This is an optimization exercise on Yosys and OpenROAD, whose aim is small area, not a production implementation.
Only simulation tests tie the RTL to the original design; equivalence was not proved.
No activity file was given, so power comes from the tool's default toggle rates.

==> design/flow/config.mk <==
export PLATFORM = sky130hd
export DESIGN_NAME = rpn_stack_evaluator
export DESIGN_NICKNAME = rpn_stack_evaluator
export VERILOG_FILES = /design/flow/design.v
export SDC_FILE = /design/flow/constraint.sdc
export NUM_CORES = 4
export LEC_CHECK = 0
export ABC_AREA = 1
export CAP_MARGIN = 20
export CORE_MARGIN = 2
export CORE_UTILIZATION = 60
export CTS_BUF_LIST = sky130_fd_sc_hd__clkbuf_8
export CTS_CLUSTER_DIAMETER = 60
export CTS_CLUSTER_SIZE = 20
export PLACE_DENSITY = 0.7
export SLEW_MARGIN = 20
==> design/flow/constraint.sdc <==
create_clock -name core_clock -period 12.0 [get_ports {clk}]
set_input_delay 2.4000 -clock core_clock [delete_from_list [all_inputs] [get_ports {clk}]]
set_output_delay 2.4000 -clock core_clock [all_outputs]
set_load 0.01 [all_outputs]
==> design/flow/design.v <==
module rpn_stack_evaluator #(
	parameter int STACK_DEPTH = 16,
	parameter int NUM_VARS = 32
) (
	input  logic               clk,
	input  logic               arst_n,
	input  logic               in_valid,
	output logic               in_ready,
	input  logic [2:0]         kind,
	input  logic [1:0]         op_code,
	input  logic [4:0]         var_index,
	input  logic signed [31:0] literal,
	output logic               out_valid,
	input  logic               out_ready,
	output logic               print_valid,
	output logic signed [31:0] print_value,
	output logic [2:0]         status
);
	localparam logic [5:0] S_CLR  = 6'd0;
	localparam logic [5:0] S_IDLE = 6'd1;
	localparam logic [5:0] S_PUSH = 6'd2;
	localparam logic [5:0] S_RB1  = 6'd3;
	localparam logic [5:0] S_RB2  = 6'd4;
	localparam logic [5:0] S_RA1  = 6'd5;
	localparam logic [5:0] S_RA2  = 6'd6;
	localparam logic [5:0] S_OB   = 6'd7;
	localparam logic [5:0] S_AS1  = 6'd8;
	localparam logic [5:0] S_AS3  = 6'd9;
	localparam logic [5:0] S_ADD1 = 6'd10;
	localparam logic [5:0] S_ADD2 = 6'd11;
	localparam logic [5:0] S_MB   = 6'd12;
	localparam logic [5:0] S_MA   = 6'd13;
	localparam logic [5:0] S_DS   = 6'd14;
	localparam logic [5:0] S_DA   = 6'd15;
	localparam logic [5:0] S_DB   = 6'd16;
	localparam logic [5:0] S_DT   = 6'd17;
	localparam logic [5:0] S_DC   = 6'd18;
	localparam logic [5:0] S_DQ   = 6'd19;
	localparam logic [5:0] S_DR   = 6'd20;
	localparam logic [5:0] S_DF   = 6'd21;
	localparam logic [5:0] S_DN   = 6'd22;
	localparam logic [5:0] S_ZOK     = 6'b011000;
	localparam logic [5:0] S_ZUNDER  = 6'b011001;
	localparam logic [5:0] S_ZOVER   = 6'b011010;
	localparam logic [5:0] S_ZDIV0   = 6'b011011;
	localparam logic [5:0] S_ZNOTVAR = 6'b011100;
	localparam logic [5:0] R_PRINT  = 6'b110000;
	localparam logic [2:0] X_ZERO = 3'd0;
	localparam logic [2:0] X_HEAD = 3'd1;
	localparam logic [2:0] X_SHL  = 3'd2;
	localparam logic [2:0] X_VAR  = 3'd3;
	localparam logic [2:0] X_LIT  = 3'd4;
	localparam logic [1:0] A_HOLD = 2'd0;
	localparam logic [1:0] A_LOAD = 2'd1;   
	localparam logic [1:0] A_ROT  = 2'd2;   
	logic [5:0]  state_q, state_d;
	logic [6:0]  ph_q;
	logic [4:0]  cnt_q, cnt_d;
	logic [31:0] a_q;
	logic [4:0]  idx_q, idx_d;
	logic        f_q, f_d;
	logic        qb_q, qb_d;
	logic        neg_q, neg_d;
	logic        cy_q;
	logic        t_q, tag;
	logic        msb_q;
	logic [64*8-1:0]  srng_q;
	logic [15:0]      trng_q;
	logic [128*8-1:0] vrng_q;
	logic [7:0]       shead;
	logic             thead;
	logic [7:0]       vhead;
	logic [1:0]  byte_i;
	logic        b0, last;
	logic [2:0]  xsel;
	logic        sbit;
	logic        first;
	logic        yen;
	logic        sub;
	logic [7:0]  xv, yv, litb;
	logic        shin;
	logic [8:0]  add;
	logic        sum32;
	logic [1:0]  amode;
	logic        s_we;
	logic        s_tag;
	logic        v_we;
	logic [1:0]  s_off;
	logic [3:0]  s_slot;
	logic        win, win_v, t_at;
	logic        is_div;
	logic        fin;
	assign shead = srng_q[7:0];
	assign thead = trng_q[0];
	assign vhead = vrng_q[7:0];
	assign byte_i = ph_q[1:0];
	assign b0     = (byte_i == 2'd0);
	assign last   = (byte_i == 2'd3);
	always_comb begin
		case (state_q)
			S_PUSH:                                    s_off = 2'd0;
			S_RB1, S_OB, S_ADD1, S_MB, S_DB, S_DR:     s_off = 2'd1;
			default:                                   s_off = 2'd2;
		endcase
	end
	assign s_slot = cnt_q[3:0] - {2'd0, s_off};
	assign win    = (ph_q[5:2] == s_slot);
	assign win_v  = (ph_q[6:2] == idx_q);
	assign t_at   = (ph_q[1:0] == ph_q[5:4]);
	assign tag    = t_at ? thead : t_q;
	assign is_div = (op_code == 2'd3);
	assign first  = (idx_q == 5'd0);
	always_comb begin
		case (byte_i)
			2'd0:    litb = {literal[7:5], kind[0] ? literal[4:0] : var_index};
			2'd1:    litb = literal[15:8];
			2'd2:    litb = literal[23:16];
			default: litb = literal[31:24];
		endcase
	end
	assign shin = b0 ? sbit : msb_q;
	always_comb begin
		case (xsel)
			X_HEAD:  xv = shead;
			X_SHL:   xv = {shead[6:0], shin};
			X_VAR:   xv = vhead;
			X_LIT:   xv = litb;
			default: xv = {7'd0, b0 & sbit};
		endcase
	end
	assign yv    = yen ? a_q[7:0] : 8'd0;
	assign add   = {1'b0, xv} + {1'b0, sub ? ~yv : yv} + {8'd0, b0 ? sub : cy_q};
	assign sum32 = ((xsel == X_SHL) & shead[7]) ^ sub ^ add[8];
	always_comb begin
		state_d = state_q;
		cnt_d   = cnt_q;
		idx_d   = idx_q;
		f_d     = f_q;
		qb_d    = qb_q;
		neg_d   = neg_q;
		xsel    = X_ZERO;
		sbit    = 1'b0;
		yen     = 1'b0;
		sub     = 1'b0;
		amode   = A_HOLD;
		s_we    = 1'b0;
		s_tag   = 1'b0;
		v_we    = 1'b0;
		fin     = 1'b0;
		case (state_q)
			S_CLR: begin
				v_we = 1'b1;
				if (ph_q == 7'd127) begin
					state_d = S_IDLE;
				end
			end
			S_IDLE: begin
				if (in_valid && last) begin
					case (kind)
						3'd2, 3'd3: state_d = cnt_q[4] ? S_ZOVER : S_PUSH;
						3'd4:       state_d = (cnt_q == 5'd0) ? S_ZUNDER : S_RB1;
						3'd0:       state_d = (cnt_q[4:1] == 4'd0) ? S_ZUNDER : S_RB1;
						3'd1:       state_d = (cnt_q[4:1] == 4'd0) ? S_ZUNDER : S_RB1;
						default:    state_d = S_ZOK;
					endcase
				end
			end
			S_PUSH: begin
				xsel  = X_LIT;
				s_tag = !kind[0];
				if (win) begin
					s_we = 1'b1;
					if (last) begin
						state_d = S_ZOK;
					end
				end
			end
			S_RB1, S_RB2: begin
				xsel = (state_q == S_RB1) ? X_HEAD : X_VAR;
				if ((state_q == S_RB1) ? win : win_v) begin
					amode = A_LOAD;
					if (state_q == S_RB1 && b0) begin
						idx_d = shead[4:0];
					end
					if (last) begin
						if (state_q == S_RB1 && tag) begin
							state_d = S_RB2;
						end else if (kind == 3'd4) begin
							cnt_d   = cnt_q - 5'd1;
							fin     = 1'b1;
							state_d = R_PRINT;
						end else if (kind == 3'd0) begin
							state_d = S_AS1;
						end else begin
							state_d = S_OB;
						end
					end
				end
			end
			S_OB: begin
				yen = 1'b1;
				if (is_div && a_q == 32'd0) begin
					if (last) begin
						state_d = S_ZDIV0;
					end
				end else if (win) begin
					s_we  = 1'b1;
					amode = A_ROT;
					if (last) begin
						state_d = S_RA1;
					end
				end
			end
			S_RA1, S_RA2: begin
				xsel = (state_q == S_RA1) ? X_HEAD : X_VAR;
				if ((state_q == S_RA1) ? win : win_v) begin
					amode = A_LOAD;
					if (state_q == S_RA1 && b0) begin
						idx_d = shead[4:0];
					end
					if (last) begin
						if (state_q == S_RA1 && tag) begin
							state_d = S_RA2;
						end else begin
							idx_d = 5'd0;
							case (op_code)
								2'd0, 2'd1: state_d = S_ADD1;
								2'd2:       state_d = S_MB;
								default:    state_d = S_DS;
							endcase
						end
					end
				end
			end
			S_AS1: begin
				if (win) begin
					if (b0) begin
						idx_d = shead[4:0];
					end
					if (last) begin
						state_d = tag ? S_AS3 : S_ZNOTVAR;
					end
				end
			end
			S_AS3: begin
				yen = 1'b1;
				if (win_v) begin
					v_we  = 1'b1;
					amode = A_ROT;
					if (last) begin
						state_d = S_ZOK;
					end
				end
			end
			S_ADD1: begin
				xsel = X_HEAD;
				yen  = 1'b1;
				sub  = op_code[0];
				if (win) begin
					amode = A_LOAD;
					if (last) begin
						state_d = S_ADD2;
					end
				end
			end
			S_ADD2: begin
				yen = 1'b1;
				sub = op_code[0];
				if (win) begin
					s_we  = 1'b1;
					amode = A_ROT;
					if (last) begin
						state_d = S_ZOK;
					end
				end
			end
			S_MB: begin
				xsel = X_SHL;
				if (win) begin
					s_we = 1'b1;
					if (last) begin
						f_d     = shead[7];
						state_d = S_MA;
					end
				end
			end
			S_MA: begin
				xsel = first ? X_ZERO : X_SHL;
				yen  = f_q;
				if (win) begin
					s_we  = 1'b1;
					amode = A_ROT;
					if (last) begin
						idx_d   = idx_q + 5'd1;
						state_d = (idx_q == 5'd31) ? S_ZOK : S_MB;
					end
				end
			end
			S_DS: begin
				if (last) begin
					neg_d   = a_q[31];
					state_d = S_DA;
				end
			end
			S_DA: begin
				yen = 1'b1;
				sub = neg_q;
				if (win) begin
					s_we  = 1'b1;
					amode = A_ROT;
					if (last) begin
						state_d = S_DB;
					end
				end
			end
			S_DB: begin
				xsel = X_HEAD;
				if (win) begin
					amode = A_LOAD;
					if (last) begin
						state_d = S_DT;
					end
				end
			end
			S_DT: begin
				if (last) begin
					f_d     = a_q[31];
					neg_d   = neg_q ^ a_q[31];
					state_d = S_DC;
				end
			end
			S_DC: begin
				yen   = 1'b1;
				sub   = f_q;
				amode = A_LOAD;
				if (last) begin
					state_d = S_DQ;
				end
			end
			S_DQ: begin
				xsel = X_SHL;
				sbit = qb_q;
				if (win) begin
					s_we = 1'b1;
					if (last) begin
						f_d     = shead[7];
						state_d = S_DR;
					end
				end
			end
			S_DR: begin
				xsel = first ? X_ZERO : X_SHL;
				sbit = f_q;
				yen  = 1'b1;
				sub  = first | qb_q;
				if (win) begin
					s_we  = 1'b1;
					amode = A_ROT;
					if (last) begin
						qb_d    = !sum32;
						idx_d   = idx_q + 5'd1;
						state_d = (idx_q == 5'd31) ? S_DF : S_DQ;
					end
				end
			end
			S_DF: begin
				xsel = X_SHL;
				sbit = qb_q;
				if (win) begin
					s_we  = 1'b1;
					amode = A_LOAD;
					if (last) begin
						state_d = neg_q ? S_DN : S_ZOK;
					end
				end
			end
			S_DN: begin
				yen = 1'b1;
				sub = 1'b1;
				if (win) begin
					s_we  = 1'b1;
					amode = A_ROT;
					if (last) begin
						state_d = S_ZOK;
					end
				end
			end
			S_ZOK, S_ZUNDER, S_ZOVER, S_ZDIV0, S_ZNOTVAR: begin
				amode = A_LOAD;   
				if (last) begin
					if (state_q == S_ZOK) begin
						case (kind)
							3'd0:       cnt_d = cnt_q - 5'd2;
							3'd1:       cnt_d = cnt_q - 5'd1;
							3'd2, 3'd3: cnt_d = cnt_q + 5'd1;
							default:    cnt_d = cnt_q;
						endcase
					end
					fin     = 1'b1;
					state_d = {3'b100, state_q[2:0]};
				end
			end
			default: begin
				if (out_ready) begin
					state_d = S_IDLE;
				end
			end
		endcase
		if (fin && !in_valid) begin
			state_d = state_q;
			cnt_d   = cnt_q;
			amode   = A_HOLD;
		end
	end
	always_ff @(posedge clk or negedge arst_n) begin
		if (!arst_n) begin
			state_q <= S_CLR;
			ph_q    <= 7'd0;
			cnt_q   <= 5'd0;
		end else begin
			state_q <= state_d;
			ph_q    <= ph_q + 7'd1;
			cnt_q   <= cnt_d;
		end
	end
	always_ff @(posedge clk) begin
		case (amode)
			A_LOAD: a_q <= {add[7:0], a_q[31:8]};
			A_ROT:  a_q <= {a_q[7:0], a_q[31:8]};
			default: ;
		endcase
		idx_q  <= idx_d;
		f_q    <= f_d;
		qb_q   <= qb_d;
		neg_q  <= neg_d;
		cy_q   <= add[8];
		msb_q  <= shead[7];
		srng_q <= {s_we ? add[7:0] : shead, srng_q[64*8-1:8]};
		t_q    <= tag;
		trng_q <= {(s_we && t_at) ? s_tag : thead, trng_q[15:1]};
		vrng_q <= {v_we ? add[7:0] : vhead, vrng_q[128*8-1:8]};
	end
	assign in_ready    = fin;
	assign out_valid   = state_q[5];
	assign print_valid = state_q[4];
	assign status      = state_q[2:0];
	assign print_value = a_q;
endmodule
==> design/flow/flow/run.sh <==
#!/bin/bash
# Own layout flow: the standard flow (standard.sh) with these changes:
#  - synthesis is synth_recipe.tcl unchanged except that its ABC call maps the
#    combinational logic with flow/area.abc (area only, no delay target) instead of
#    ORFS's abc_area.script; flip-flops are mapped before ABC, so registers, their
#    names and cell types are the standard synthesis's;
#  - port buffers use sky130_fd_sc_hd__buf_1 (the default pick is a 10 um2 delay buffer);
#  - clock tree synthesis without dummy loads, with clkbuf_8 leaf clusters.
# make's full output goes to flow_make.log here; ORFS keeps each step's log in orfs/logs/.
set -euo pipefail
here=$(pwd)
{
	head -n 1 synth_recipe.tcl
	cat <<TCL
proc abc {args} {
	set keep {}
	set skip 0
	foreach a \$args {
		if {\$skip} { set skip 0; continue }
		if {\$a eq "-script" || \$a eq "-D" || \$a eq "-constr"} { set skip 1; continue }
		lappend keep \$a
	}
	yosys abc -script $here/flow/area.abc {*}\$keep
}
TCL
	tail -n +2 synth_recipe.tcl
} > own_synth.tcl
export BUFFER_PORTS_ARGS="-buffer_cell sky130_fd_sc_hd__buf_1"
export CTS_ARGS="-sink_clustering_enable -repair_clock_nets -sink_clustering_size 20 -sink_clustering_max_diameter 60 -buf_list sky130_fd_sc_hd__clkbuf_8 -dont_use_dummy_load"
bash standard.sh SYNTH_SCRIPT=$here/own_synth.tcl finish > flow_make.log 2>&1
==> design/flow/flow/area.abc <==
strash
&get -n
&fraig -x
&put
dc2
strash
&get -n
&dch -f
&nf -R 1000
&put
==> design/flow/standard.sh <==
#!/bin/bash
# synth_recipe.tcl (not shown) runs the flow's synth.tcl, then flattens the netlist and writes it again
# the make line also repeats each setting of config.mk as NAME=value (left out here)
make -C /OpenROAD-flow-scripts/flow DESIGN_CONFIG=/design/flow/config.mk WORK_HOME=/design/flow/orfs CLKGATE_MAP_FILE= SYNTH_SCRIPT=/design/flow/synth_recipe.tcl "${@:-finish}"
==> results.toml <==
[die]
die_w_um = 248
core-area_sq_mm = 0.0590
io_pins = 84
row_count = 89
die_area_sq_mm = 0.0616
die_h_um = 248
start_util_pct = 60.6

[sta]
setup_viol = 0
fin_worst_skew_ns = 0.0999
timing.final.crit_share_pct = 59.4
holdWs_ns = 0.243
hold_viol = 0
worstMarginPinSlew_ns = 1.04
setup_tns_ns = 0
max_freq_mhz = 140
min_period_ns = 7.12
rsz0062_at_grt = "no"
final-max-slew-violation-count = 0
max_slew_margin_pct = 30.3

[logic_synthesis]
synth_top_family_by_area = "simple AND/OR/NAND/NOR gates"
syn-cell-area_sq_mm = 0.0358
async_reset_ff_share_pct = 1.12
synth-seq-cells = 1613
synthXorXnorAreaFrac_pct = 1.00
synth_mux_area_share_pct = 0.496
netlist_instances = 2103
synth_compound_area_share_pct = 2.61
ys_seq_area_share_pct = 91.6
yosys.area_share.simple_pct = 3.03
ys_types = 49
synth_adder_area_share_pct = 0.972
synth_edf_count = 40
synth_nets = 2175
avgSynthCellArea_sq_um = 17.0
synth_warnings = 1
ys.flop_type = "dfxtp_1"

[final_layout]
multi_input_area_sq_mm = 0.00290
n_fill_cell = 4030
fin_nets = 2359
seqCellArea_sq_mm = 0.0328
drive_gt1_share_pct = 4.46
syn2layout_area_growth_pct = 7.34

[cts]
cts_tree = "done"
post_cts_buffers = 0
cts_buffer_depth = 3
cts_hold_buf = 0
post_cts_resized = 0
numCtsBuffers = 93
clk-insertion-delay-late_ns = 0.71
cts.sinks = 1613
cts-root-buf = "clkbuf_8"
htreeDepth = 3
clk_pin_slew_ns = 0.11

[pwr]
p_int_mw = 6.08
switching_share_pct = 18.7
p_leak_nw = 15.2
peakVddDrop_uv = 152
p_clk_share_pct = 28.0
cellPowerDensity_mw_per_mm2 = 195
p_switching_mw = 1.40
power_frac_seq_pct = 71.8
pwr-share-comb_pct = 0.2

[worst_setup_path]
r2r_slack_ns = 6.64
critPathMaxFanout = 8
reg2reg_depth = 19
arrival_ns = 4.72
critPathCaptureType = "output port"
r2r-start = "state_q[4]"
r2r-end = "a_q[3]"
crit_required_ns = 9.60
crit_type = "flip-flop to output port"
start_kind = "flip-flop"

[placement]
place.detailed.hpwl_um = 29300
io_buffers = 83
gp_congestion = 0.852

[detailed_routing]
postRouteAntennaNets = 0
via_per_inst = 4.64
drc = 0
vias = 14200
drt_iter0_markers = 750
drt-wirelength-per-cell_um = 15.8
wl_um = 48300
drtPass1Iterations = 5

[worst_hold_path]
hp-class = "flip-flop to flip-flop"
min_path_cells = 0
worstHoldStart = "vrng_q[89]"
holdPathEnd = "vrng_q[81]"

[grt]
grt_pass1_wl_um = 78000
grt_max_degree = 25
grt_use_total_pct = 16.2
antenna_found_initial = 1
grt_pass1_vias = 14300
grt_overflow = 0

[run_status]
outcome = "no timing/DRC/antenna violations"

[flow_run]
cap_violations = 0
==> critical path: stages, from the launching register on <==
cell	delay [ns]
dfrtp_1	0.42
or2_0	0.40
nor2_1	0.34
nand2_1	0.18
nor2_1	0.28
nor3_1	0.10
nand3_1	0.16
nand2b_1	0.16
clkinv_1	0.10
fa_1	0.40
xor2_1	0.16
xnor2_1	0.16
nand4_1	0.36
mux2i_1	0.43
o211ai_1	0.17
clkinv_1	0.08
buf_1	0.15
==> per-layer routing <==
layer / global-route usage (%) / up-vias / wire [um]
li1: - / 7091 / -
met1: 24.4 / 6730 / 24800
met2: 23.7 / 277 / 20200
met3: 3.34 / 89 / 2210
met4: 5.18 / 0 / 1150
met5: 0 / - / 0
==> state kept, by name (all words and copies together) (netlist names) <==
signal and count:
vrng_q 1024, srng_q 512, a_q 32, trng_q 16, ph_q 7, state_q 6
cnt_q 5, idx_q 5, cy_q 1, f_q 1, msb_q 1, neg_q 1
qb_q 1, t_q 1
==> stage by stage <==
stage	power (mW)	std cells	setup WS (ns)	utilization, %	cell area (sq um)
after floorplan	5.50	2103	6.40	-	35800
after global placement	5.51	2964	5.64	62.9	37100
after detailed placement	5.51	2965	5.52	62.9	37100
after CTS	7.56	3058	4.75	65.1	38400
after global routing	7.75	3059	4.24	65.1	38400
final	7.48	3059	4.88	65.1	38400
==> Yosys cell counts, types with 10 or more instances <==
master | n | area share, %
o21ai_0 | 40 | 0.56
nor2_1 | 59 | 0.62
nand3_1 | 22 | 0.31
mux2_1 | 14 | 0.44
xor2_1 | 25 | 0.61
edfxtp_1 | 40 | 3.4
a21oi_1 | 42 | 0.59
a222oi_1 | 11 | 0.31
dfxtp_1 | 1555 | 87
dfrtp_1 | 18 | 1.3
nor4_1 | 15 | 0.26
xnor2_1 | 16 | 0.39
nor3_1 | 14 | 0.20
ha_1 | 23 | 0.80
nand2_1 | 86 | 0.90
a31oi_1 | 10 | 0.17
clkinv_1 | 22 | 0.23
==> area by class of cell <==
type | count | area share [%]
flip-flops and latches | 1613 | 85.3
multi-input cells | 465 | 7.56
clock buffers | 93 | 3.33
well taps | 773 | 2.52
repair buffers | 92 | 1.04
inverters | 22 | 0.215
diodes | 1 | 0.00651
==> worst max path at each step <==
stage               start       end  depth (start not counted)
6_report       state_q[4]  in_ready                         16
5_1_grt        state_q[1]  in_ready                         16
4_1_cts        state_q[5]  in_ready                         16
3_5_place_dp   state_q[0]  in_ready                         16
3_3_place_gp      kind[0]      qb_q                         18
2_1_floorplan     kind[2]  in_ready                          6
==> power by group through the flow <==
stage                     Clock (mW)  Sequential (mW)  Combinational, mW
after floorplan                    0             5.49            0.00484
after global placement             0             5.49             0.0153
after detailed placement           0             5.49             0.0159
after CTS                       2.18             5.37             0.0160
after global routing            2.36             5.37             0.0176
final                           2.09             5.37             0.0161
==> placed cells by master (no fill, tap or decap), drive strengths merged, types with 3 or more instances in the layout <==
cell and n:
dfxtp 1555, clkbuf 93, buf 92, nand2 86, nor2 59, a21oi 42
o21ai 40, edfxtp 40, xor2 25, ha 23, clkinv 22, nand3 22
dfrtp 18, xnor2 16, nor4 15, nor3 14, mux2 14, a222oi 11
a31oi 10, nand4 8, a22oi 8, nor2b 7, nand2b 5, or2 4
and3 4, o22ai 4, a21o 4, a221o 4, o21bai 4, and2 3
a2111oi 3, nor4b 3, fa 3
==> cells by family (layout without fill, tap and decap cells) <==
family | after synthesis | after routing
buf+inv | 25 | 207
flops | 1613 | 1613
compound gates | 146 | 146
mux | 16 | 16
xor+xnor | 41 | 41
fa+ha+maj | 26 | 26
simple gates | 236 | 236
other cells | 0 | 1

static timing again, ports no longer ideal:
No port has a modelled driver above. Below, the same layout with a new extraction and two added sets of constraints.
Step 1, drivers: a clkbuf_16 drives clk and a buf_2 each remaining input, both assumed.
Step 2 moves the port delays by t, midway between the first and last clock arrival at a register: inputs arrive t later, outputs are due t later. That takes back most of the time a late clock gives input paths.
Slacks: ideal / step 1 / step 2; pairs: ideal / step 1.
t (ns): 0.717
slack for setup (ns): 4.878 / 4.825 / 5.488
worst setup path at the end: input to register
After both steps this run still meets setup and hold. The setup slack of this run moves by -0.053 ns with the drivers and by +0.610 ns with both steps.
